This design comes from an exercise in tuning for small area and a short achievable clock period on the open sky130 flow, not from production work.
In this exercise RTL edits were held to simulation tests only and were not proved equivalent to the original.
Power is estimated from default activity; no workload was simulated.

==> design/flow/design.v <==
package armPkg;
  typedef logic [31:0] dataT;      
  typedef logic [3:0]  regAddrT;   
  typedef logic [3:0]  flagsT;     
  typedef enum logic [3:0] {
    aluAnd = 4'h0,
    aluEor = 4'h1,
    aluSub = 4'h2,
    aluRsb = 4'h3,
    aluAdd = 4'h4,
    aluAdc = 4'h5,
    aluSbc = 4'h6,
    aluRsc = 4'h7,
    aluTst = 4'h8,
    aluTeq = 4'h9,
    aluCmp = 4'ha,
    aluCmn = 4'hb,
    aluOrr = 4'hc,
    aluMov = 4'hd,
    aluBic = 4'he,
    aluMvn = 4'hf
  } aluOpT;
  typedef enum logic [1:0] {
    shLsl = 2'b00,
    shLsr = 2'b01,
    shAsr = 2'b10,
    shRor = 2'b11
  } shiftTypeT;
  typedef enum logic {
    modeImm = 1'b0,   
    modeReg = 1'b1    
  } operandModeT;
  localparam regAddrT PcReg    = 4'd15;   
  localparam dataT    NopInstr = '0;      
  localparam int FlagN = 3;
  localparam int FlagZ = 2;
  localparam int FlagC = 1;
  localparam int FlagV = 0;
endpackage
module armCore
#(
  parameter armPkg::dataT ResetAddr = '0
) (
  input  logic            Clk,
  input  logic            Reset,
  input  logic            Hold,
  output armPkg::dataT    InstrAddr,
  input  armPkg::dataT    Instr,
  output logic            WbEnable,
  output armPkg::regAddrT WbReg,
  output armPkg::dataT    WbData,
  output armPkg::flagsT   Flags
);
  logic [31:0] regs [15];
  logic [14:0] valid;                    
  always_ff @(posedge Clk or posedge Reset) begin
    if (Reset) begin
      valid <= '0;
    end else if (WbEnable) begin
      valid[WbReg] <= 1'b1;             
    end
  end
  always_ff @(posedge Clk) begin
    for (int i = 0; i < 15; i++) begin
      if (WbEnable && (WbReg == 4'(i))) regs[i] <= WbData;
    end
  end
  logic [31:2] pc;                       
  logic [31:2] pcInc1, pcInc2;
  assign InstrAddr = {pc, ResetAddr[1:0]};
  assign pcInc1[2] = ~pc[2];
  assign pcInc2[2] = pc[2];
  assign pcInc2[3] = ~pc[3];
  for (genvar i = 3; i < 32; i++) begin : g_inc1
    assign pcInc1[i] = pc[i] ^ (&pc[i-1:2]);
  end
  for (genvar i = 4; i < 32; i++) begin : g_inc2
    assign pcInc2[i] = pc[i] ^ (&pc[i-1:3]);
  end
  logic fImm, fReg, fSup, fCmp, fWrite, fSet, fMovLike;
  assign fImm     = (Instr[27:25] == 3'b001);
  assign fReg     = (Instr[27:25] == 3'b000) && !Instr[4];
  assign fSup     = (fImm || fReg) && (Instr != 32'd0);
  assign fCmp     = (Instr[24:23] == 2'b10);         
  assign fWrite   = fSup && !fCmp && (Instr[15:12] != 4'hf);
  assign fSet     = fSup && Instr[20];
  assign fMovLike = Instr[24] && Instr[23] && Instr[21];   
  logic [4:0] fRot;
  always_comb begin
    if (fImm)                       fRot = {Instr[11:8], 1'b0};
    else if (Instr[6:5] == 2'b00)   fRot = 5'd0 - Instr[11:7];
    else                            fRot = Instr[11:7];
  end
  logic [3:0]  fRm;
  logic [31:0] fRead, fRmVal;
  assign fRm = Instr[3:0];
  always_comb begin
    fRead = (fRm == 4'hf) ? {pcInc2, ResetAddr[1:0]} : 32'd0;
    for (int i = 0; i < 15; i++) begin
      fRead = fRead | ({32{(fRm == 4'(i)) && valid[i]}} & regs[i]);
    end
    if (fImm)                                  fRmVal = {24'd0, Instr[7:0]};
    else if (WbEnable && (WbReg == fRm))       fRmVal = WbData;
    else                                       fRmVal = fRead;
  end
  logic        idWrite, idSet;
  logic        idImm;
  logic [3:0]  idOp;
  logic [3:0]  idRd;
  logic [11:4] idLo;                     
  logic [15:0] idRnOH;                   
  logic [14:0] idRmOH;                   
  logic [3:0]  idRotHi;                  
  logic [7:0]  idRotLo;                  
  logic [31:0] idRmVal;
  always_ff @(posedge Clk or posedge Reset) begin
    if (Reset) begin
      pc      <= ResetAddr[31:2];
      idWrite <= 1'b0;
      idSet   <= 1'b0;
    end else if (!Hold) begin
      pc      <= pcInc1;
      idWrite <= fWrite;
      idSet   <= fSet;
    end
  end
  always_ff @(posedge Clk) begin
    if (!Hold) begin
      idImm   <= fImm;
      idOp    <= Instr[24:21];
      idRd    <= Instr[15:12];
      idLo    <= Instr[11:4];
      idRnOH  <= fMovLike ? 16'd0 : (16'd1 << Instr[19:16]);
      idRmOH  <= fImm ? 15'd0 : 15'((16'd1 << fRm));
      idRotHi <= 4'd1 << fRot[4:3];
      idRotLo <= 8'd1 << fRot[2:0];
    end
  end
  always_ff @(posedge Clk) begin
    if (!Hold)                                         idRmVal <= fRmVal;
    else if (WbEnable && (WbReg != 4'hf) && idRmOH[WbReg]) idRmVal <= WbData;
  end
  logic [31:0] rnVal;
  always_comb begin
    rnVal = idRnOH[15] ? {pcInc1, ResetAddr[1:0]} : 32'd0;
    for (int i = 0; i < 15; i++) begin
      rnVal = rnVal | ({32{idRnOH[i] && valid[i]}} & regs[i]);
    end
  end
  logic [1:0]  shType;
  logic [4:0]  shAmt;
  logic [31:0] shMask;
  logic        shFill;
  assign shType = idLo[6:5];
  assign shAmt  = idLo[11:7];
  always_comb begin
    for (int i = 0; i < 32; i++) begin
      if (idImm || shType == 2'b11)  shMask[i] = 1'b1;
      else if (shType == 2'b00)      shMask[i] = (5'(i) >= shAmt);
      else                           shMask[i] = ({1'b0, 5'(i)} + {1'b0, shAmt}) <= 6'd31;
    end
  end
  assign shFill = !idImm && (shType == 2'b10) && idRmVal[31];
  logic [31:0] rotMid, rotOut, opB;
  always_comb begin
    for (int i = 0; i < 32; i++) begin
      rotMid[i] = 1'b0;
      for (int k = 0; k < 4; k++) rotMid[i] = rotMid[i] | (idRotHi[k] & idRmVal[(i + 8 * k) % 32]);
    end
    for (int i = 0; i < 32; i++) begin
      rotOut[i] = 1'b0;
      for (int j = 0; j < 8; j++) rotOut[i] = rotOut[i] | (idRotLo[j] & rotMid[(i + j) % 32]);
    end
  end
  assign opB = (rotOut & shMask) | (~shMask & {32{shFill}});
  logic dArith, dInvA, dInvB, dCinOne, dCinC, dSelP, dSelG;
  always_comb begin
    dArith  = 1'b1;
    dInvA   = 1'b0;
    dInvB   = 1'b0;
    dCinOne = 1'b0;
    dCinC   = 1'b0;
    dSelP   = 1'b0;
    dSelG   = 1'b0;
    case (idOp)
      4'h0, 4'h8: begin dArith = 1'b0; dSelG = 1'b1; end                  
      4'h1, 4'h9: begin dArith = 1'b0; dSelP = 1'b1; end                  
      4'hc:       begin dArith = 1'b0; dSelP = 1'b1; dSelG = 1'b1; end    
      4'hd:       begin dArith = 1'b0; dSelP = 1'b1; end                  
      4'he:       begin dArith = 1'b0; dSelG = 1'b1; dInvB = 1'b1; end    
      4'hf:       begin dArith = 1'b0; dSelP = 1'b1; dInvB = 1'b1; end    
      4'h2, 4'ha: begin dInvB = 1'b1; dCinOne = 1'b1; end                 
      4'h3:       begin dInvA = 1'b1; dCinOne = 1'b1; end                 
      4'h4, 4'hb: ;                                                       
      4'h5:       dCinC = 1'b1;                                           
      4'h6:       begin dInvB = 1'b1; dCinC = 1'b1; end                   
      default:    begin dInvA = 1'b1; dCinC = 1'b1; end                   
    endcase
  end
  logic [31:0] opX, opY;
  assign opX = rnVal ^ {32{dInvA}};
  assign opY = opB ^ {32{dInvB}};
  logic        exWrite, exSet;
  logic [31:0] exP, exG;
  logic        exArith, exCinOne, exCinC, exSelP, exSelG;
  logic [3:0]  exRd;
  always_ff @(posedge Clk or posedge Reset) begin
    if (Reset) begin
      exWrite <= 1'b0;
      exSet   <= 1'b0;
    end else begin
      exWrite <= idWrite && !Hold;       
      exSet   <= idSet && !Hold;
    end
  end
  always_ff @(posedge Clk) begin
    exP      <= opX ^ opY;
    exG      <= opX & opY;
    exArith  <= dArith;
    exCinOne <= dCinOne;
    exCinC   <= dCinC;
    exSelP   <= dSelP;
    exSelG   <= dSelG;
    exRd     <= idRd;
  end
  logic        cin;
  assign cin = exCinOne || (exCinC && Flags[armPkg::FlagC]);
  logic [31:0] gk, pk, gg, pg;
  logic [32:0] carry;
  always_comb begin
    gk = exG;
    pk = exP;
    for (int d = 1; d < 32; d = d * 2) begin
      gg = gk;
      pg = pk;
      for (int i = d; i < 32; i++) begin
        gg[i] = gk[i] | (pk[i] & gk[i - d]);
        pg[i] = pk[i] & pk[i - d];
      end
      gk = gg;
      pk = pg;
    end
    carry = {gk | (pk & {32{cin}}), cin};
  end
  logic [31:0] sum, logicRes, result;
  logic [31:0] kin;
  logic        zero;
  assign sum      = exP ^ carry[31:0];
  assign logicRes = ({32{exSelP}} & exP) | ({32{exSelG}} & exG);
  assign result   = exArith ? sum : logicRes;
  assign kin  = {exP[30:0] | exG[30:0], cin};
  assign zero = exArith ? &(~(exP ^ kin)) : (logicRes == 32'd0);
  always_ff @(posedge Clk or posedge Reset) begin
    if (Reset) begin
      Flags <= '0;
    end else if (exSet) begin
      Flags[armPkg::FlagN] <= result[31];
      Flags[armPkg::FlagZ] <= zero;
      if (exArith) begin
        Flags[armPkg::FlagC] <= carry[32];
        Flags[armPkg::FlagV] <= carry[32] ^ carry[31];
      end
    end
  end
  logic        memWrite;
  logic [3:0]  memRd;
  logic [31:0] memData;
  always_ff @(posedge Clk or posedge Reset) begin
    if (Reset) begin
      memWrite <= 1'b0;
      WbEnable <= 1'b0;
    end else begin
      memWrite <= exWrite;
      WbEnable <= memWrite;
    end
  end
  always_ff @(posedge Clk) begin
    memRd   <= exRd;
    memData <= result;
    WbReg   <= memRd;
    WbData  <= memData;
  end
endmodule
==> design/flow/run.sh <==
#!/bin/bash
# synth_recipe.tcl (not shown) runs the flow's synth.tcl, then flattens the netlist and writes it again
# the make line also repeats each setting of config.mk as NAME=value (left out here)
make -C /OpenROAD-flow-scripts/flow DESIGN_CONFIG=/design/flow/config.mk WORK_HOME=/design/flow/orfs CLKGATE_MAP_FILE= SYNTH_SCRIPT=/design/flow/synth_recipe.tcl finish
==> design/flow/config.mk <==
export PLATFORM = sky130hd
export DESIGN_NAME = armCore
export DESIGN_NICKNAME = armCore
export VERILOG_FILES = /design/flow/design.v
export SDC_FILE = /design/flow/constraint.sdc
export NUM_CORES = 4
export LEC_CHECK = 0
export CAP_MARGIN = 20
export CORE_MARGIN = 2
export CORE_UTILIZATION = 40
export SETUP_SLACK_MARGIN = 3.5
export SLEW_MARGIN = 20
==> design/flow/constraint.sdc <==
create_clock -name core_clock -period 6.3 [get_ports {Clk}]
set_input_delay 1.2600 -clock core_clock [delete_from_list [all_inputs] [get_ports {Clk}]]
set_output_delay 1.2600 -clock core_clock [all_outputs]
set_load 0.01 [all_outputs]
==> results of run 1 <==
==> sequential cells by signal, summed over array words and instances, names as in the netlist, 4 cells and up <==
signal   flops
regs       480
WbData      32
exG         32
exP         32
idRmVal     32
memData     32
pc          30
idRnOH      16
idRmOH      15
valid       15
idRotLo      8
idLo         7
Flags        4
WbReg        4
exRd         4
idOp         4
idRd         4
idRotHi      4
memRd        4
==> logic make-up after synthesis <==
group                      Yosys count
other                                1
DFF                                778
muxes                               38
xor gates and xnor gates           157
buffers and inverters              306
and+or+nand+nor                    693
adders and majority gates           57
AOI/OAI and AO/OA                 1092
==> worst max path at each step <==
stage / endpoint / from / slack (ns)
detailed placement: idRmVal[1]$_DFFE_PP_ / Instr[0] / 1.96
global route: exP[18]$_DFF_P_ / pc[2]$_DFFE_PP0N_ / 3.37
finish: exP[6]$_DFF_P_ / pc[2]$_DFFE_PP0N_ / 3.41
CTS: exP[18]$_DFF_P_ / pc[10]$_DFFE_PP0N_ / 3.36
global placement: idRmVal[1]$_DFFE_PP_ / Instr[3] / 1.98
floorplan: idRmVal[24]$_DFFE_PP_ / Instr[2] / 3.31
==> stage by stage <==
stage	utilization	worst slack [ns]	instances	area, um^2
final	0.479	3.41	4493	43800
after global placement	0.428	1.98	4216	39200
after global routing	0.479	3.37	4491	43800
after CTS	0.473	3.36	4468	43300
after floorplan	-	3.31	3123	37300
after detailed placement	0.428	1.96	4216	39200
==> layout by cell type, fill, tap and decap left out, types with 20 or more instances in the layout <==
| cell | n |
|---|---|
| a211oi_1 | 32 |
| a21o_1 | 26 |
| a21oi_1 | 108 |
| a221oi_1 | 60 |
| a222oi_1 | 45 |
| a22o_1 | 67 |
| a22oi_1 | 475 |
| buf_4 | 153 |
| clkbuf_1 | 20 |
| clkbuf_16 | 83 |
| clkdlybuf4s50_1 | 32 |
| dfrtp_1 | 21 |
| dfrtp_2 | 33 |
| dfxtp_1 | 114 |
| dfxtp_4 | 34 |
| dlygate4sd2_1 | 61 |
| edfxtp_1 | 571 |
| ha_1 | 51 |
| inv_1 | 33 |
| mux2i_1 | 27 |
| nand2_1 | 170 |
| nand3_1 | 92 |
| nand4_1 | 98 |
| nor2_1 | 115 |
| nor3_1 | 38 |
| nor4_1 | 21 |
| o21ai_0 | 85 |
| xnor2_1 | 96 |
| xor2_1 | 41 |
==> power by group <==
part | internal [mW] | switching (mW) | total, mW
registers | 6.58 | 1.08 | 7.65
logic | 1.66 | 2.92 | 4.57
clock network | 2.83 | 2.10 | 4.93
total | 11.1 | 6.09 | 17.2
==> timing repair <==
action / in CTS / in global routing
hold buffers: 0 / 0
endpoints found under the setup margin: 223 / 107
resized for setup: 302 / 69
setup buffers: 96 / 21
gates cloned: 6 / 1
pin swaps: 21 / 28
==> synth_stat cells, drive strengths merged, types with 65 or more instances <==
library cell | count | share of area
nand3 | 95 | 0.013
a22oi | 486 | 0.099
xnor2 | 112 | 0.027
nor2 | 131 | 0.013
dfxtp | 152 | 0.083
a22o | 67 | 0.016
buf | 65 | 0.0082
clkbuf | 202 | 0.021
o21ai | 96 | 0.013
a21oi | 113 | 0.015
nand4 | 100 | 0.018
nand2 | 173 | 0.018
a221oi | 72 | 0.018
edfxtp | 571 | 0.46
==> per-layer routing <==
layer  global-route usage  vias up  share of wire  wire length [um]
met1                0.410    15400           0.35             56000
met4                0.206        4          0.070             11200
met5                    0        -        0.00017                27
met3                0.117      750           0.15             23900
met2                0.488     3062           0.43             68800
li1                     -    12700              -                 -
==> cell type report <==
type | count | share of cell area
antenna | 3 | 0.000171
clock buffer | 105 | 0.0495
clock inverter | 45 | 0.0127
inverter | 39 | 0.00366
multi-input combinational | 2044 | 0.344
sequential | 778 | 0.496
tap | 1186 | 0.0339
timing repair buffer | 292 | 0.0600
timing repair inverter | 1 | 0.000114
==> results.cfg, run 1 <==
[grt]
grt_pass1_wl_mm = 224
grt_pass1_vias = 30700
grtUsageTotal = 0.329
antenna_found_initial = 7
overflow = 0
grt_max_degree = 77

[min_path]
min_path_type = register to register
hold_end = WbData[16]$_DFF_P_
hp-start = memData[16]$_DFF_P_
hold_depth = 0

[sta]
slew_violations = 0
rsz0062_at_grt = yes
max-slew-margin-rel = 0.229
tightest_slew_ns = 1.16
max_freq_ghz = 0.346
hold_viol = 0
tns_ns = 0
finClkSkew_ns = 0.0417
whs_ns = 0.320
setup_violations = 0
fin_crit_ns = 2.89
fin_crit_sh = 0.459

[floorplan]
die_area_mm2 = 0.0946
core_mm2 = 0.0915
initial_core_util = 0.403
die_x_um = 308
row_count = 111
io_pins = 108
die_h_um = 308

[route]
first_pass_iters = 9
wl_mm = 160
vias = 31900
ant_nets = 0
drt-initial-drc-count = 7006
via_per_inst = 7.10
avgRoutedWirePerCell_um = 35.6
drc = 0

[synthesis]
async_flop_share = 0.0707
synth_fa_ha_area_frac = 0.0193
ys_seq_elements = 778
yosys_most_used_dff = edfxtp_1
ys_warn_count = 2
synthMuxAreaShare = 0.0107
synth_cell_types = 86
postSynthAreaPerCell_um2 = 11.8
synth_area_mm2 = 0.0369
synth-xor-area-share = 0.0373
syn_inst = 3122
synth_compound_area_frac = 0.220
synth_edf_count = 571
synth-simple-area-share = 0.0953
ys_seq_area_frac = 0.585
synth_top_family_by_area = compound AO/OA/AOI/OAI gates

[layout]
multiInputGateArea_mm2 = 0.0151
fin_nets = 3328
layout-drive-gt1-share = 0.177
seqCellArea_mm2 = 0.0217
fillers = 7939
area.growth.synth_to_final_pct = 18.8

[pwr]
finalPower_mw = 17.2
p_per_area_mw_per_mm2 = 392
p_leak_nw = 15.4
ir_worst_vdd_mv = 0.210

[setup_path]
r2r_slack_ns = 3.41
critPathMaxFanout = 3
r2r-end = exP[6]$_DFF_P_
cpPeakStageDelay_ns = 0.44
r2r_cells = 10
timing.critical_path.mode_cell = ha_1
crit_path_top_delay_cell = dfrtp_2
path_class = register to register
cp.depth = 10
worstPathRequired_ns = 6.82
reg2reg_from = pc[2]$_DFFE_PP0N_
path_delay_family = adder cells
start_kind = register
cp.arrival_ns = 3.41
crit_chain = buf_12 > ha_4 > buf_4 > and3_1 > ha_1 > a22o_1 > a221oi_2 > nand4_1 > xor2_2 > ha_1
cp.buffers_inverters = 2
worstSetupEndpointType = register

[clock_tree]
clk_path_buf_depth = 3
cts_buffers = 80
clkSlewWorstSetupHoldPaths_ns = 0.07
cts_tree = done
clk_latency_ns = 0.67
cts_sinks = 778
ctsRootBufferMaster = clkbuf_16
htree_num_levels = 3

[run_status]
status = no timing/DRC/antenna violations

[placed_design]
place.gp.congestion = 0.987
portBuffers = 105
dp_hpwl_mm = 92.0

[run]
maxCapViolCount = 0
==> run 2, diff against run 1 <==
--- a/design/flow/design.v
+++ b/design/flow/design.v
@@ -53,30 +53,23 @@
 );
   logic [31:0] regs [15];
   logic [14:0] valid;                    
+  logic [14:0] wbSel;
+  logic [31:0] wbVal;
   always_ff @(posedge Clk or posedge Reset) begin
     if (Reset) begin
       valid <= '0;
-    end else if (WbEnable) begin
-      valid[WbReg] <= 1'b1;             
+    end else begin
+      valid <= valid | wbSel;
     end
   end
   always_ff @(posedge Clk) begin
     for (int i = 0; i < 15; i++) begin
-      if (WbEnable && (WbReg == 4'(i))) regs[i] <= WbData;
+      if (wbSel[i]) regs[i] <= wbVal;
     end
   end
   logic [31:2] pc;                       
-  logic [31:2] pcInc1, pcInc2;
+  logic [31:2] pcNext;                   
   assign InstrAddr = {pc, ResetAddr[1:0]};
-  assign pcInc1[2] = ~pc[2];
-  assign pcInc2[2] = pc[2];
-  assign pcInc2[3] = ~pc[3];
-  for (genvar i = 3; i < 32; i++) begin : g_inc1
-    assign pcInc1[i] = pc[i] ^ (&pc[i-1:2]);
-  end
-  for (genvar i = 4; i < 32; i++) begin : g_inc2
-    assign pcInc2[i] = pc[i] ^ (&pc[i-1:3]);
-  end
   logic fImm, fReg, fSup, fCmp, fWrite, fSet, fMovLike;
   assign fImm     = (Instr[27:25] == 3'b001);
   assign fReg     = (Instr[27:25] == 3'b000) && !Instr[4];
@@ -93,15 +86,18 @@
   end
   logic [3:0]  fRm;
   logic [31:0] fRead, fRmVal;
+  logic        fRmHit, fRmValid;
   assign fRm = Instr[3:0];
   always_comb begin
-    fRead = (fRm == 4'hf) ? {pcInc2, ResetAddr[1:0]} : 32'd0;
+    fRead = 32'd0;                       
     for (int i = 0; i < 15; i++) begin
-      fRead = fRead | ({32{(fRm == 4'(i)) && valid[i]}} & regs[i]);
-    end
-    if (fImm)                                  fRmVal = {24'd0, Instr[7:0]};
-    else if (WbEnable && (WbReg == fRm))       fRmVal = WbData;
-    else                                       fRmVal = fRead;
+      fRead = fRead | ({32{fRm == 4'(i)}} & regs[i]);    
+    end
+    fRmHit   = |(wbSel & 15'((16'd1 << fRm)));
+    fRmValid = fImm || (fRm == 4'hf) || fRmHit || |(valid & 15'((16'd1 << fRm)));
+    if (fImm)         fRmVal = {24'd0, Instr[7:0]};
+    else if (fRmHit)  fRmVal = wbVal;
+    else              fRmVal = fRead;
   end
   logic        idWrite, idSet;
   logic        idImm;
@@ -109,17 +105,20 @@
   logic [3:0]  idRd;
   logic [11:4] idLo;                     
   logic [15:0] idRnOH;                   
-  logic [14:0] idRmOH;                   
+  logic [15:0] idRmOH;                   
   logic [3:0]  idRotHi;                  
   logic [7:0]  idRotLo;                  
   logic [31:0] idRmVal;
+  logic        idRmValid;                
   always_ff @(posedge Clk or posedge Reset) begin
     if (Reset) begin
       pc      <= ResetAddr[31:2];
+      pcNext  <= ResetAddr[31:2] + 30'd1;
       idWrite <= 1'b0;
       idSet   <= 1'b0;
     end else if (!Hold) begin
-      pc      <= pcInc1;
+      pc      <= pcNext;
+      pcNext  <= pcNext + 30'd1;
       idWrite <= fWrite;
       idSet   <= fSet;
     end
@@ -131,18 +130,23 @@
       idRd    <= Instr[15:12];
       idLo    <= Instr[11:4];
       idRnOH  <= fMovLike ? 16'd0 : (16'd1 << Instr[19:16]);
-      idRmOH  <= fImm ? 15'd0 : 15'((16'd1 << fRm));
+      idRmOH  <= fImm ? 16'd0 : (16'd1 << fRm);
       idRotHi <= 4'd1 << fRot[4:3];
       idRotLo <= 8'd1 << fRot[2:0];
     end
   end
   always_ff @(posedge Clk) begin
-    if (!Hold)                                         idRmVal <= fRmVal;
-    else if (WbEnable && (WbReg != 4'hf) && idRmOH[WbReg]) idRmVal <= WbData;
+    if (!Hold) begin
+      idRmVal   <= fRmVal;
+      idRmValid <= fRmValid;
+    end else if (|(wbSel & idRmOH[14:0])) begin
+      idRmVal   <= wbVal;
+      idRmValid <= 1'b1;
+    end
   end
   logic [31:0] rnVal;
   always_comb begin
-    rnVal = idRnOH[15] ? {pcInc1, ResetAddr[1:0]} : 32'd0;
+    rnVal = idRnOH[15] ? {pcNext, ResetAddr[1:0]} : 32'd0;
     for (int i = 0; i < 15; i++) begin
       rnVal = rnVal | ({32{idRnOH[i] && valid[i]}} & regs[i]);
     end
@@ -155,17 +159,20 @@
   assign shAmt  = idLo[11:7];
   always_comb begin
     for (int i = 0; i < 32; i++) begin
-      if (idImm || shType == 2'b11)  shMask[i] = 1'b1;
+      if (!idRmValid)                shMask[i] = 1'b0;    
+      else if (idImm || shType == 2'b11)  shMask[i] = 1'b1;
       else if (shType == 2'b00)      shMask[i] = (5'(i) >= shAmt);
       else                           shMask[i] = ({1'b0, 5'(i)} + {1'b0, shAmt}) <= 6'd31;
     end
   end
-  assign shFill = !idImm && (shType == 2'b10) && idRmVal[31];
+  logic [31:0] rmVal;
+  assign rmVal  = idRmVal | ({32{idRmOH[15]}} & {pcNext, ResetAddr[1:0]});
+  assign shFill = !idImm && idRmValid && (shType == 2'b10) && rmVal[31];
   logic [31:0] rotMid, rotOut, opB;
   always_comb begin
     for (int i = 0; i < 32; i++) begin
       rotMid[i] = 1'b0;
-      for (int k = 0; k < 4; k++) rotMid[i] = rotMid[i] | (idRotHi[k] & idRmVal[(i + 8 * k) % 32]);
+      for (int k = 0; k < 4; k++) rotMid[i] = rotMid[i] | (idRotHi[k] & rmVal[(i + 8 * k) % 32]);
     end
     for (int i = 0; i < 32; i++) begin
       rotOut[i] = 1'b0;
@@ -201,7 +208,7 @@
   assign opX = rnVal ^ {32{dInvA}};
   assign opY = opB ^ {32{dInvB}};
   logic        exWrite, exSet;
-  logic [31:0] exP, exG;
+  logic [31:0] exX, exP, exG;
   logic        exArith, exCinOne, exCinC, exSelP, exSelG;
   logic [3:0]  exRd;
   always_ff @(posedge Clk or posedge Reset) begin
@@ -214,8 +221,8 @@
     end
   end
   always_ff @(posedge Clk) begin
+    exX      <= opX;
     exP      <= opX ^ opY;
-    exG      <= opX & opY;
     exArith  <= dArith;
     exCinOne <= dCinOne;
     exCinC   <= dCinC;
@@ -225,6 +232,7 @@
   end
   logic        cin;
   assign cin = exCinOne || (exCinC && Flags[armPkg::FlagC]);
+  assign exG = exX & ~exP;               
   logic [31:0] gk, pk, gg, pg;
   logic [32:0] carry;
   always_comb begin
@@ -269,15 +277,20 @@
     if (Reset) begin
       memWrite <= 1'b0;
       WbEnable <= 1'b0;
+      wbSel    <= '0;
     end else begin
       memWrite <= exWrite;
       WbEnable <= memWrite;
+      wbSel    <= memWrite ? 15'((16'd1 << memRd)) : 15'd0;   
     end
   end
   always_ff @(posedge Clk) begin
     memRd   <= exRd;
     memData <= result;
-    WbReg   <= memRd;
-    WbData  <= memData;
+    wbVal   <= memData;
+    if (memWrite) begin                  
+      WbReg  <= memRd;
+      WbData <= memData;
+    end
   end
 endmodule
--- a/design/flow/config.mk
+++ b/design/flow/config.mk
@@ -8,5 +8,5 @@
 export CAP_MARGIN = 20
 export CORE_MARGIN = 2
 export CORE_UTILIZATION = 40
-export SETUP_SLACK_MARGIN = 3.5
+export SETUP_SLACK_MARGIN = 3.85
 export SLEW_MARGIN = 20
==> results.cfg, run 2 <==
[run_status]
status = no timing/DRC/antenna violations

[layout]
largest_register_ffs = 480
final_cell_mix = edfxtp_1 (609), a22oi_1 (306), buf_4 (202), a22o_1 (167), nor2_1 (119)
fin_nets = 3474
stdcell_count = 4792
fin_util = 0.511
layout-drive-gt1-share = 0.298
area.growth.synth_to_final_pct = 27.1
regMostFlops = regs
layout_commonest_cell = edfxtp_1
fillers = 8164
design_area_mm2 = 0.0493

[sta]
fin_crit_ns = 2.72
max_freq_ghz = 0.367
whs_ns = 0.325
tightest_slew_ns = 0.953
rsz0062_at_grt = yes
fin_crit_sh = 0.432
hold_viol = 0
slew_violations = 0
setup_violations = 0
finClkSkew_ns = 0.0350
max-slew-margin-rel = 0.364
tns_ns = 0

[synthesis]
synth_area_mm2 = 0.0388
ys_seq_elements = 857
ys_warn_count = 2
postSynthAreaPerCell_um2 = 12.3
synthTopCellsByArea = edfxtp_1 (47%), dfxtp_1 (7.6%), a22oi_1 (6.6%)
synth_top_area_frac = 0.472
synth_cell_types = 91
syn_inst = 3147
yosys_most_used_dff = edfxtp_1
synthTopCellsByCount = edfxtp_1 (609), a22oi_1 (339), a221oi_1 (168)
ys_seq_area_frac = 0.613
async_flop_share = 0.117
yosysMostFrequentCell = edfxtp_1
yosysTopAreaCell = edfxtp_1
synth_edf_count = 609

[setup_path]
start_kind = primary input
r2r_slack_ns = 3.67
reg2reg_from = valid[3]$_DFF_PP0_
crit_path_top_delay_cell = nor2_4
r2r-end = exP[22]$_DFF_P_
crit_path_start = Instr[3]
r2r_cells = 8
crit_chain = buf_12 > nand2_2 > nor2_4 > a22oi_1 > nand4_1 > nor2_2 > buf_6 > o21ai_4 > clkbuf_16 > nand2_2 > o21ai_1
path_class = primary input to register
critPathMaxFanout = 10
worstPathRequired_ns = 6.81
cp.arrival_ns = 3.23
cpPeakStageDelay_ns = 0.42
timing.critical_path.mode_cell = nand2_2
worstSetupEndpointType = register

[placed_design]
dp_hpwl_mm = 91.7
place.gp.congestion = 0.909
dp_cells = 4354
place_area_mm2 = 0.0412
portBuffers = 105

[grt]
grtUsageTotal = 0.317
grt_pass1_wl_mm = 225
antenna_found_initial = 10
overflow = 0
grt_max_degree = 53
grt_pass1_vias = 30000

[route]
vias = 33000
wl_mm = 169
ant_nets = 0
first_pass_iters = 14
via_per_inst = 6.88
avgRoutedWirePerCell_um = 35.3
drc = 0
drt-initial-drc-count = 6172

[min_path]
hold_end = exSelG$_DFF_P_
hold_depth = 0
hp-start = dSelG$_DFF_P_
min_path_type = register to register

[pwr]
p_per_area_mw_per_mm2 = 384
p_leak_nw = 17.7
ir_worst_vdd_mv = 0.215

[clock_tree]
cts_tree = done
clkSlewWorstSetupHoldPaths_ns = 0.06
htree_num_levels = 3
clk_path_buf_depth = 3
ctsRootBufferMaster = clkbuf_16
cts_sinks = 857
postCtsHoldBufs = 0
cts_buffers = 89
clk_latency_ns = 0.69

[floorplan]
die_area_mm2 = 0.0994
core_mm2 = 0.0964
row_count = 114
die_h_um = 315
initial_core_util = 0.402
die_x_um = 315
io_pins = 108

[run]
maxCapViolCount = 0
## run 2: cell count changes after synthesis, sizes merged, moves of 44 or more
cell,delta
a221oi,+96
dfrtp,+44
a22oi,-147
xnor2,-47
ha,-48
a22o,+100
## run 2: cell type report
cell class              instances  area, um^2  area share
multi-input cells            2015       16000       0.324
inverters                      29         153     0.00310
well taps                    1276        1600      0.0324
clock buffers                 116        2490      0.0504
diodes                         11        27.5    0.000558
flip-flops and latches        857       23800       0.483
repair buffers                436        4790      0.0972
repair inverters                2        16.3    0.000330
clock inverters                50         430     0.00873
## run 2: timing repair
action                     in CTS  in global routing
setup endpoints to repair     246                187
pin swaps                      64                188
cloned                         17                 19
setup buffers                  95                129
resized for setup             566                367
## run 2: stage by stage
step / setup slack (ns) / total power, mW
after floorplan: 2.99 / 10.6
after global placement: 1.51 / 12.3
after detailed placement: 1.49 / 12.3
after CTS: 3.72 / 18.0
after global routing: 3.55 / 19.5
final: 3.58 / 18.9
## run 2: worst max-delay path by stage
stage | endpoint | slack [ns] | cells after the start
5_1_grt | idRmVal[4]$_DFFE_PP_ | 3.55 | 12
3_5_place_dp | idRmVal[6]$_DFFE_PP_ | 1.49 | 10
2_1_floorplan | idRmVal[0]$_DFFE_PP_ | 2.99 | 5
3_3_place_gp | idRmVal[6]$_DFFE_PP_ | 1.51 | 10
4_1_cts | Flags[1] | 3.72 | 1
6_report | idRmVal[27]$_DFFE_PP_ | 3.58 | 11
## run 2: kinds of logic after synthesis
kind of cell             after synthesis  share of synthesized area
flip-flops                           857                      0.613
XOR/XNOR                             142                     0.0321
adder cells (fa/ha/maj)                9                    0.00290
other                                  1                  0.0000967
AO/OA/AOI/OAI                       1118                      0.218
AND/OR/NAND/NOR                      699                     0.0908
multiplexers                          44                     0.0124
buffers and inverters                277                     0.0308
## run 2: worst max-delay path: cells and delay by family
family,cells,cell delay [ns]
compound gates,3,0.58
buf+inv,3,0.51
simple gates,5,0.85
## run 2: metal layers
metal  up-vias  part of all wire  GRT usage
met4         2             0.094      0.239
met1     16100              0.34      0.392
li1      13200                 -          -
met2      2936              0.43      0.478
met3       720              0.14     0.0842
met5         -          0.000077          0
## run 2: power breakdown
group	total, mW	internal, mW	switching (mW)
Combinational	4.94	2.09	2.85
Clock	5.29	2.98	2.31
Sequential	8.71	7.21	1.50
Total	18.9	12.3	6.65
==> run 3, diff against run 2 <==
--- a/design/flow/config.mk
+++ b/design/flow/config.mk
@@ -8,5 +8,8 @@
 export CAP_MARGIN = 20
 export CORE_MARGIN = 2
 export CORE_UTILIZATION = 40
+export CTS_CLUSTER_DIAMETER = 80
+export CTS_CLUSTER_SIZE = 20
 export SETUP_SLACK_MARGIN = 3.85
 export SLEW_MARGIN = 20
+export TNS_END_PERCENT = 0
==> results.cfg, run 3 <==
[synthesis]
ys_warn_count = 2
ys_seq_elements = 857
syn_inst = 3147
synthTopCellsByArea = edfxtp_1 (47%), dfxtp_1 (7.6%), a22oi_1 (6.6%)
yosys_most_used_dff = edfxtp_1
yosysTopAreaCell = edfxtp_1
yosysMostFrequentCell = edfxtp_1
synth_area_mm2 = 0.0388
postSynthAreaPerCell_um2 = 12.3
synth_top_area_frac = 0.472
async_flop_share = 0.117
synthTopCellsByCount = edfxtp_1 (609), a22oi_1 (339), a221oi_1 (168)
synth_edf_count = 609
ys_seq_area_frac = 0.613
synth_cell_types = 91

[clock_tree]
clkSlewWorstSetupHoldPaths_ns = 0.09
clk_path_buf_depth = 3
cts_tree = done
ctsRootBufferMaster = clkbuf_16
cts_sinks = 857
htree_num_levels = 2
cts_buffers = 52
clk_latency_ns = 0.68

[route]
avgRoutedWirePerCell_um = 35.7
wl_mm = 163
drt-initial-drc-count = 6872
ant_nets = 0
vias = 32000
via_per_inst = 6.99
drc = 0
first_pass_iters = 7

[setup_path]
crit_chain = and2_4 > buf_12 > a22o_1 > a221oi_1 > nand4_1 > xor2_2 > xor2_1 > xnor2_1
worstPathRequired_ns = 6.83
start_kind = register
critPathMaxFanout = 10
cpPeakStageDelay_ns = 0.60
path_delay_family = simple AND/OR/NAND/NOR gates
r2r_slack_ns = 3.60
worstSetupEndpointType = register
crit_path_top_delay_cell = nand4_1
cp.buffers_inverters = 1
r2r-end = exP[25]$_DFF_P_
path_class = register to register
reg2reg_from = valid[7]$_DFF_PP0_
r2r_cells = 8
cp.arrival_ns = 3.24

[grt]
grt_pass1_vias = 29400
grt_pass1_wl_mm = 225
overflow = 0
grt_max_degree = 57
antenna_found_initial = 10
grtUsageTotal = 0.320

[floorplan]
die_x_um = 315
io_pins = 108
initial_core_util = 0.402
core_mm2 = 0.0964
row_count = 114
die_h_um = 315
die_area_mm2 = 0.0994

[sta]
max-slew-margin-rel = 0.245
rsz0062_at_grt = yes
max_freq_ghz = 0.370
fin_crit_sh = 0.429
slew_violations = 0
tns_ns = 0
hold_viol = 0
setup_violations = 0
finClkSkew_ns = 0.0508
tightest_slew_ns = 1.13
fin_crit_ns = 2.70
timing.final.ws_setup_ns = 3.60
whs_ns = 0.333

[layout]
largest_register_ffs = 480
regMostFlops = regs
final_cell_mix = edfxtp_1 (609), a22oi_1 (338), a22o_1 (167), a221oi_1 (143), nand2_1 (138)
layout-drive-gt1-share = 0.176
layout_commonest_cell = edfxtp_1
area.growth.synth_to_final_pct = 16.2
fin_nets = 3294

[pwr]
ir_worst_vdd_mv = 0.254
p_per_area_mw_per_mm2 = 370
p_leak_nw = 15.9

[min_path]
hp-start = dCinOne$_DFF_P_
hold_depth = 0
hold_end = exCinOne$_DFF_P_
min_path_type = register to register

[run_status]
status = no timing/DRC/antenna violations

[placed_design]
portBuffers = 105
dp_hpwl_mm = 92.9
dpl_worst_slack_ns = 1.51
place.gp.congestion = 0.954

[run]
maxCapViolCount = 0
[run 3: cell families (layout without fill, tap and decap cells)]
kind of cell | Yosys count | in the layout | synth area share
multiplexers | 44 | 44 | 0.0124
AND/OR/NAND/NOR | 699 | 699 | 0.0908
flip-flops | 857 | 857 | 0.613
XOR/XNOR | 142 | 142 | 0.0321
adder cells (fa/ha/maj) | 9 | 9 | 0.00290
other | 1 | 7 | 0.0000967
AO/OA/AOI/OAI | 1118 | 1119 | 0.218
buffers and inverters | 277 | 422 | 0.0308
[run 3: power by group]
group / leakage [nW] / internal, mW / total, mW / switching, mW
combinational: 6.95 / 1.68 / 4.28 / 2.60
sequential: 8.14 / 7.18 / 8.77 / 1.59
clock: 0.782 / 1.68 / 3.63 / 1.95
total: 15.9 / 10.5 / 16.7 / 6.13
[run 3: worst max path at each step]
stage,cells past startpoint,start,slack [ns],endpoint
4_1_cts,8,idRnOH[11]$_SDFFCE_PP0N_,3.76,exP[2]$_DFF_P_
5_1_grt,9,idRnOH[1]$_SDFFCE_PP0N_,3.59,exP[28]$_DFF_P_
2_1_floorplan,5,Hold,2.44,idRmVal[0]$_DFFE_PP_
3_3_place_gp,10,Instr[2],1.51,idRmValid$_SDFFCE_PP1P_
6_report,8,valid[7]$_DFF_PP0_,3.60,exP[25]$_DFF_P_
3_5_place_dp,10,Instr[0],1.51,idRmValid$_SDFFCE_PP1P_
[run 3: through the flow]
stage	std cells	utilization	total power [mW]	cell area (um^2)
floorplan	3148	-	10.6	38800
finish	4575	0.467	16.7	45000
global placement	4357	0.426	12.4	41100
CTS	4544	0.462	16.3	44500
global route	4571	0.467	17.1	45000
detailed placement	4358	0.426	12.4	41100
[run 3: what timing repair did]
| item | in CTS | in global routing |
|---|---|---|
| endpoints found under the hold margin | 0 | 0 |
| endpoints found under the setup margin | 227 | 212 |
| hold buffers | 0 | 0 |
| pin swaps | 33 | 38 |
| cloned | 17 | 1 |
| setup buffers | 71 | 24 |
| gates resized for setup | 480 | 69 |
[run 3: layer usage]
| metal | wire length (um) | GRT usage | vias to the layer above | share of wire |
|---|---|---|---|---|
| met4 | 14100 | 0.227 | 6 | 0.086 |
| met1 | 56900 | 0.399 | 15500 | 0.35 |
| met2 | 70600 | 0.476 | 2840 | 0.43 |
| met3 | 22000 | 0.0943 | 731 | 0.13 |
| met5 | 34 | 0 | - | 0.00021 |
| li1 | - | - | 12800 | - |
[run 3: final cells by class]
type                    count  area, um^2
flip-flops and latches    857       23800
clock inverters            11         130
repair inverters            1        5.00
fillers                  8604       51400
repair buffers            294        3270
inverters                  29         128
well taps                1276        1600
clock buffers              87        1500
multi-input cells        2015       14600
diodes                      5        12.5
==> run 4, diff against run 3 <==
--- a/design/flow/config.mk
+++ b/design/flow/config.mk
@@ -10,6 +10,6 @@
 export CORE_UTILIZATION = 40
 export CTS_CLUSTER_DIAMETER = 80
 export CTS_CLUSTER_SIZE = 20
-export SETUP_SLACK_MARGIN = 3.85
+export SETUP_SLACK_MARGIN = 4.0
 export SLEW_MARGIN = 20
 export TNS_END_PERCENT = 0
==> results.cfg, run 4 <==
[sta]
whs_ns = 0.339
finClkSkew_ns = 0.0281
tightest_slew_ns = 1.06
fin_crit_ns = 2.68
hold_viol = 0
slew_violations = 0
tns_ns = 0
max-slew-margin-rel = 0.292
setup_violations = 0
rsz0062_at_grt = yes
fin_crit_sh = 0.425
max_freq_ghz = 0.373

[placed_design]
portBuffers = 105
place.gp.congestion = 0.962
dp_hpwl_mm = 91.4

[route]
via_per_inst = 6.87
drc = 0
wl_mm = 158
first_pass_iters = 8
ant_nets = 0
avgRoutedWirePerCell_um = 34.6
drt-initial-drc-count = 6576
vias = 31300

[layout]
regMostFlops = regs
final_cell_mix = edfxtp_1 (609), a22oi_1 (336), a22o_1 (167), a221oi_1 (158), nand2_1 (141)
layout_commonest_cell = edfxtp_1
fin_nets = 3266
area.growth.synth_to_final_pct = 14.1
fillers = 8684
layout-drive-gt1-share = 0.142
largest_register_ffs = 480

[grt]
overflow = 0
grt_max_degree = 59
grt_pass1_wl_mm = 217
grt_pass1_vias = 28900
antenna_found_initial = 12
grtUsageTotal = 0.303

[synthesis]
yosys_most_used_dff = edfxtp_1
ys_seq_elements = 857
synth_top_area_frac = 0.472
syn_inst = 3147
yosysMostFrequentCell = edfxtp_1
synthTopCellsByCount = edfxtp_1 (609), a22oi_1 (339), a221oi_1 (168)
async_flop_share = 0.117
synth_edf_count = 609
synth_area_mm2 = 0.0388
ys_seq_area_frac = 0.613
postSynthAreaPerCell_um2 = 12.3
ys_warn_count = 2
yosysTopAreaCell = edfxtp_1
synth_cell_types = 91
synthTopCellsByArea = edfxtp_1 (47%), dfxtp_1 (7.6%), a22oi_1 (6.6%)

[clock_tree]
cts_tree = done
clk_path_buf_depth = 3
cts_sinks = 857
htree_num_levels = 2
clkSlewWorstSetupHoldPaths_ns = 0.09
cts_buffers = 50
clk_latency_ns = 0.65
ctsRootBufferMaster = clkbuf_16

[setup_path]
cp.arrival_ns = 3.19
start_kind = register
worstSetupEndpointType = register
path_class = register to register
critPathMaxFanout = 30
worstPathRequired_ns = 6.81

[floorplan]
die_x_um = 315
core_mm2 = 0.0964
die_h_um = 315
die_area_mm2 = 0.0994
row_count = 114
io_pins = 108
initial_core_util = 0.402

[min_path]
min_path_type = register to register

[run_status]
status = no timing/DRC/antenna violations

[pwr]
p_per_area_mw_per_mm2 = 366
ir_worst_vdd_mv = 0.232
p_leak_nw = 15.6

[run]
maxCapViolCount = 0
==> run 4: cell counts after synthesis <==
No cell type changed its count.
==> run 4: kinds of logic after synthesis <==
family          synth area share
fa+ha+maj                0.00290
compound gates             0.218
simple gates              0.0908
mux                       0.0124
other cells            0.0000967
flops                      0.613
xor+xnor                  0.0321
buf+inv                   0.0308
==> run 4: per-layer routing <==
layer  GRT usage  share of wire  wire length [um]
met3      0.0707           0.13             20800
met1       0.389           0.35             55600
met2       0.460           0.43             68500
met4       0.197          0.081             12700
met5           0        0.00015                23
==> run 4: area by class of cell <==
| cell class | instances | area (um^2) | share of cell area |
|---|---|---|---|
| clock inverters | 7 | 75.1 | 0.00170 |
| repair buffers | 267 | 2780 | 0.0628 |
| inverters | 29 | 136 | 0.00308 |
| diodes | 10 | 25.0 | 0.000566 |
| clock buffers | 87 | 1430 | 0.0322 |
| multi-input cells | 2015 | 14400 | 0.325 |
| flip-flops and latches | 857 | 23800 | 0.538 |
| well taps | 1276 | 1600 | 0.0361 |
| repair inverters | 2 | 13.8 | 0.000311 |
==> run 4: final timing paths <==
path                                          startpoint                     end  slack, ns  cells past startpoint
min in group asynchronous                          Reset      memWrite$_DFF_PP0_       0.87                      2
worst max-delay path            idRmOH[15]$_SDFFCE_PN0N_          exP[3]$_DFF_P_       3.62                      8
worst max register to register  idRmOH[15]$_SDFFCE_PN0N_          exP[3]$_DFF_P_       3.62                      8
worst min register to register            dArith$_DFF_P_         exArith$_DFF_P_       0.34                      0
worst min-delay path                      dArith$_DFF_P_         exArith$_DFF_P_       0.34                      0
max in group asynchronous                          Reset  pcNext[18]$_DFFE_PP0N_       4.41                      3
==> run 4: what timing repair did <==
action	4_1_cts	5_1_grt
resized for setup	230	115
cloned	4	10
endpoints found under the setup margin	297	252
pin swaps	19	38
hold buffers	0	0
setup buffers	28	45
==> run 4: where the power goes <==
part | internal, mW | leakage, nW | switching [mW]
registers | 7.18 | 8.14 | 1.50
clock network | 1.57 | 0.722 | 1.90
logic | 1.59 | 6.70 | 2.47
total | 10.3 | 15.6 | 5.86
==> run 4: stage by stage <==
stage          worst slack [ns]  area, um^2  cells  total power, mW   util
3_3_place_gp               1.68       41100   4359             12.3  0.426
4_1_cts                    3.68       43300   4485             15.8  0.449
6_report                   3.62       44200   4550             16.2  0.459
3_5_place_dp               1.60       41100   4359             12.3  0.426
5_1_grt                    3.58       44200   4550             16.7  0.459
2_1_floorplan              2.99       38800   3148             10.6      -
==> run 4: worst max-delay path, stage by stage, from the launching register on <==
cell	delay [ns]
edfxtp_1	0.39
buf_6	0.22
a21o_1	0.40
a22oi_1	0.28
nand2_1	0.32
a22oi_1	0.25
a41oi_1	0.12
a21oi_1	0.40
xnor2_1	0.13

-- re-timing with driven ports --
How much do the figures lean on ideal ports? The routed layouts below were timed once more, with nothing changed but the port constraints.
Step 1 assumes that a clkbuf_16 drives the clock port and a buf_2 every other input.
Step 2, shift: input delay + t, output delay - t, t = (earliest + latest rising clock arrival at the registers) / 2. This alone moves slack from input paths to output paths.
Slacks: ideal ports / drivers / drivers and shift; pairs: ideal ports / drivers.
run	t, ns	setup WS [ns]	pins driven straight from the clock port
run 1	0.722	3.408 / 3.365 / 2.790	1
run 2	0.742	3.578 / 3.573 / 2.831	1
run 3	0.720	3.596 / 3.596 / 2.929	1
run 4	0.712	3.622 / 3.622 / 2.923	1
After both steps every run listed still meets setup and hold. The setup slack of run 2, which loses most, moves by -0.005 ns with the drivers and by -0.747 ns with both steps.
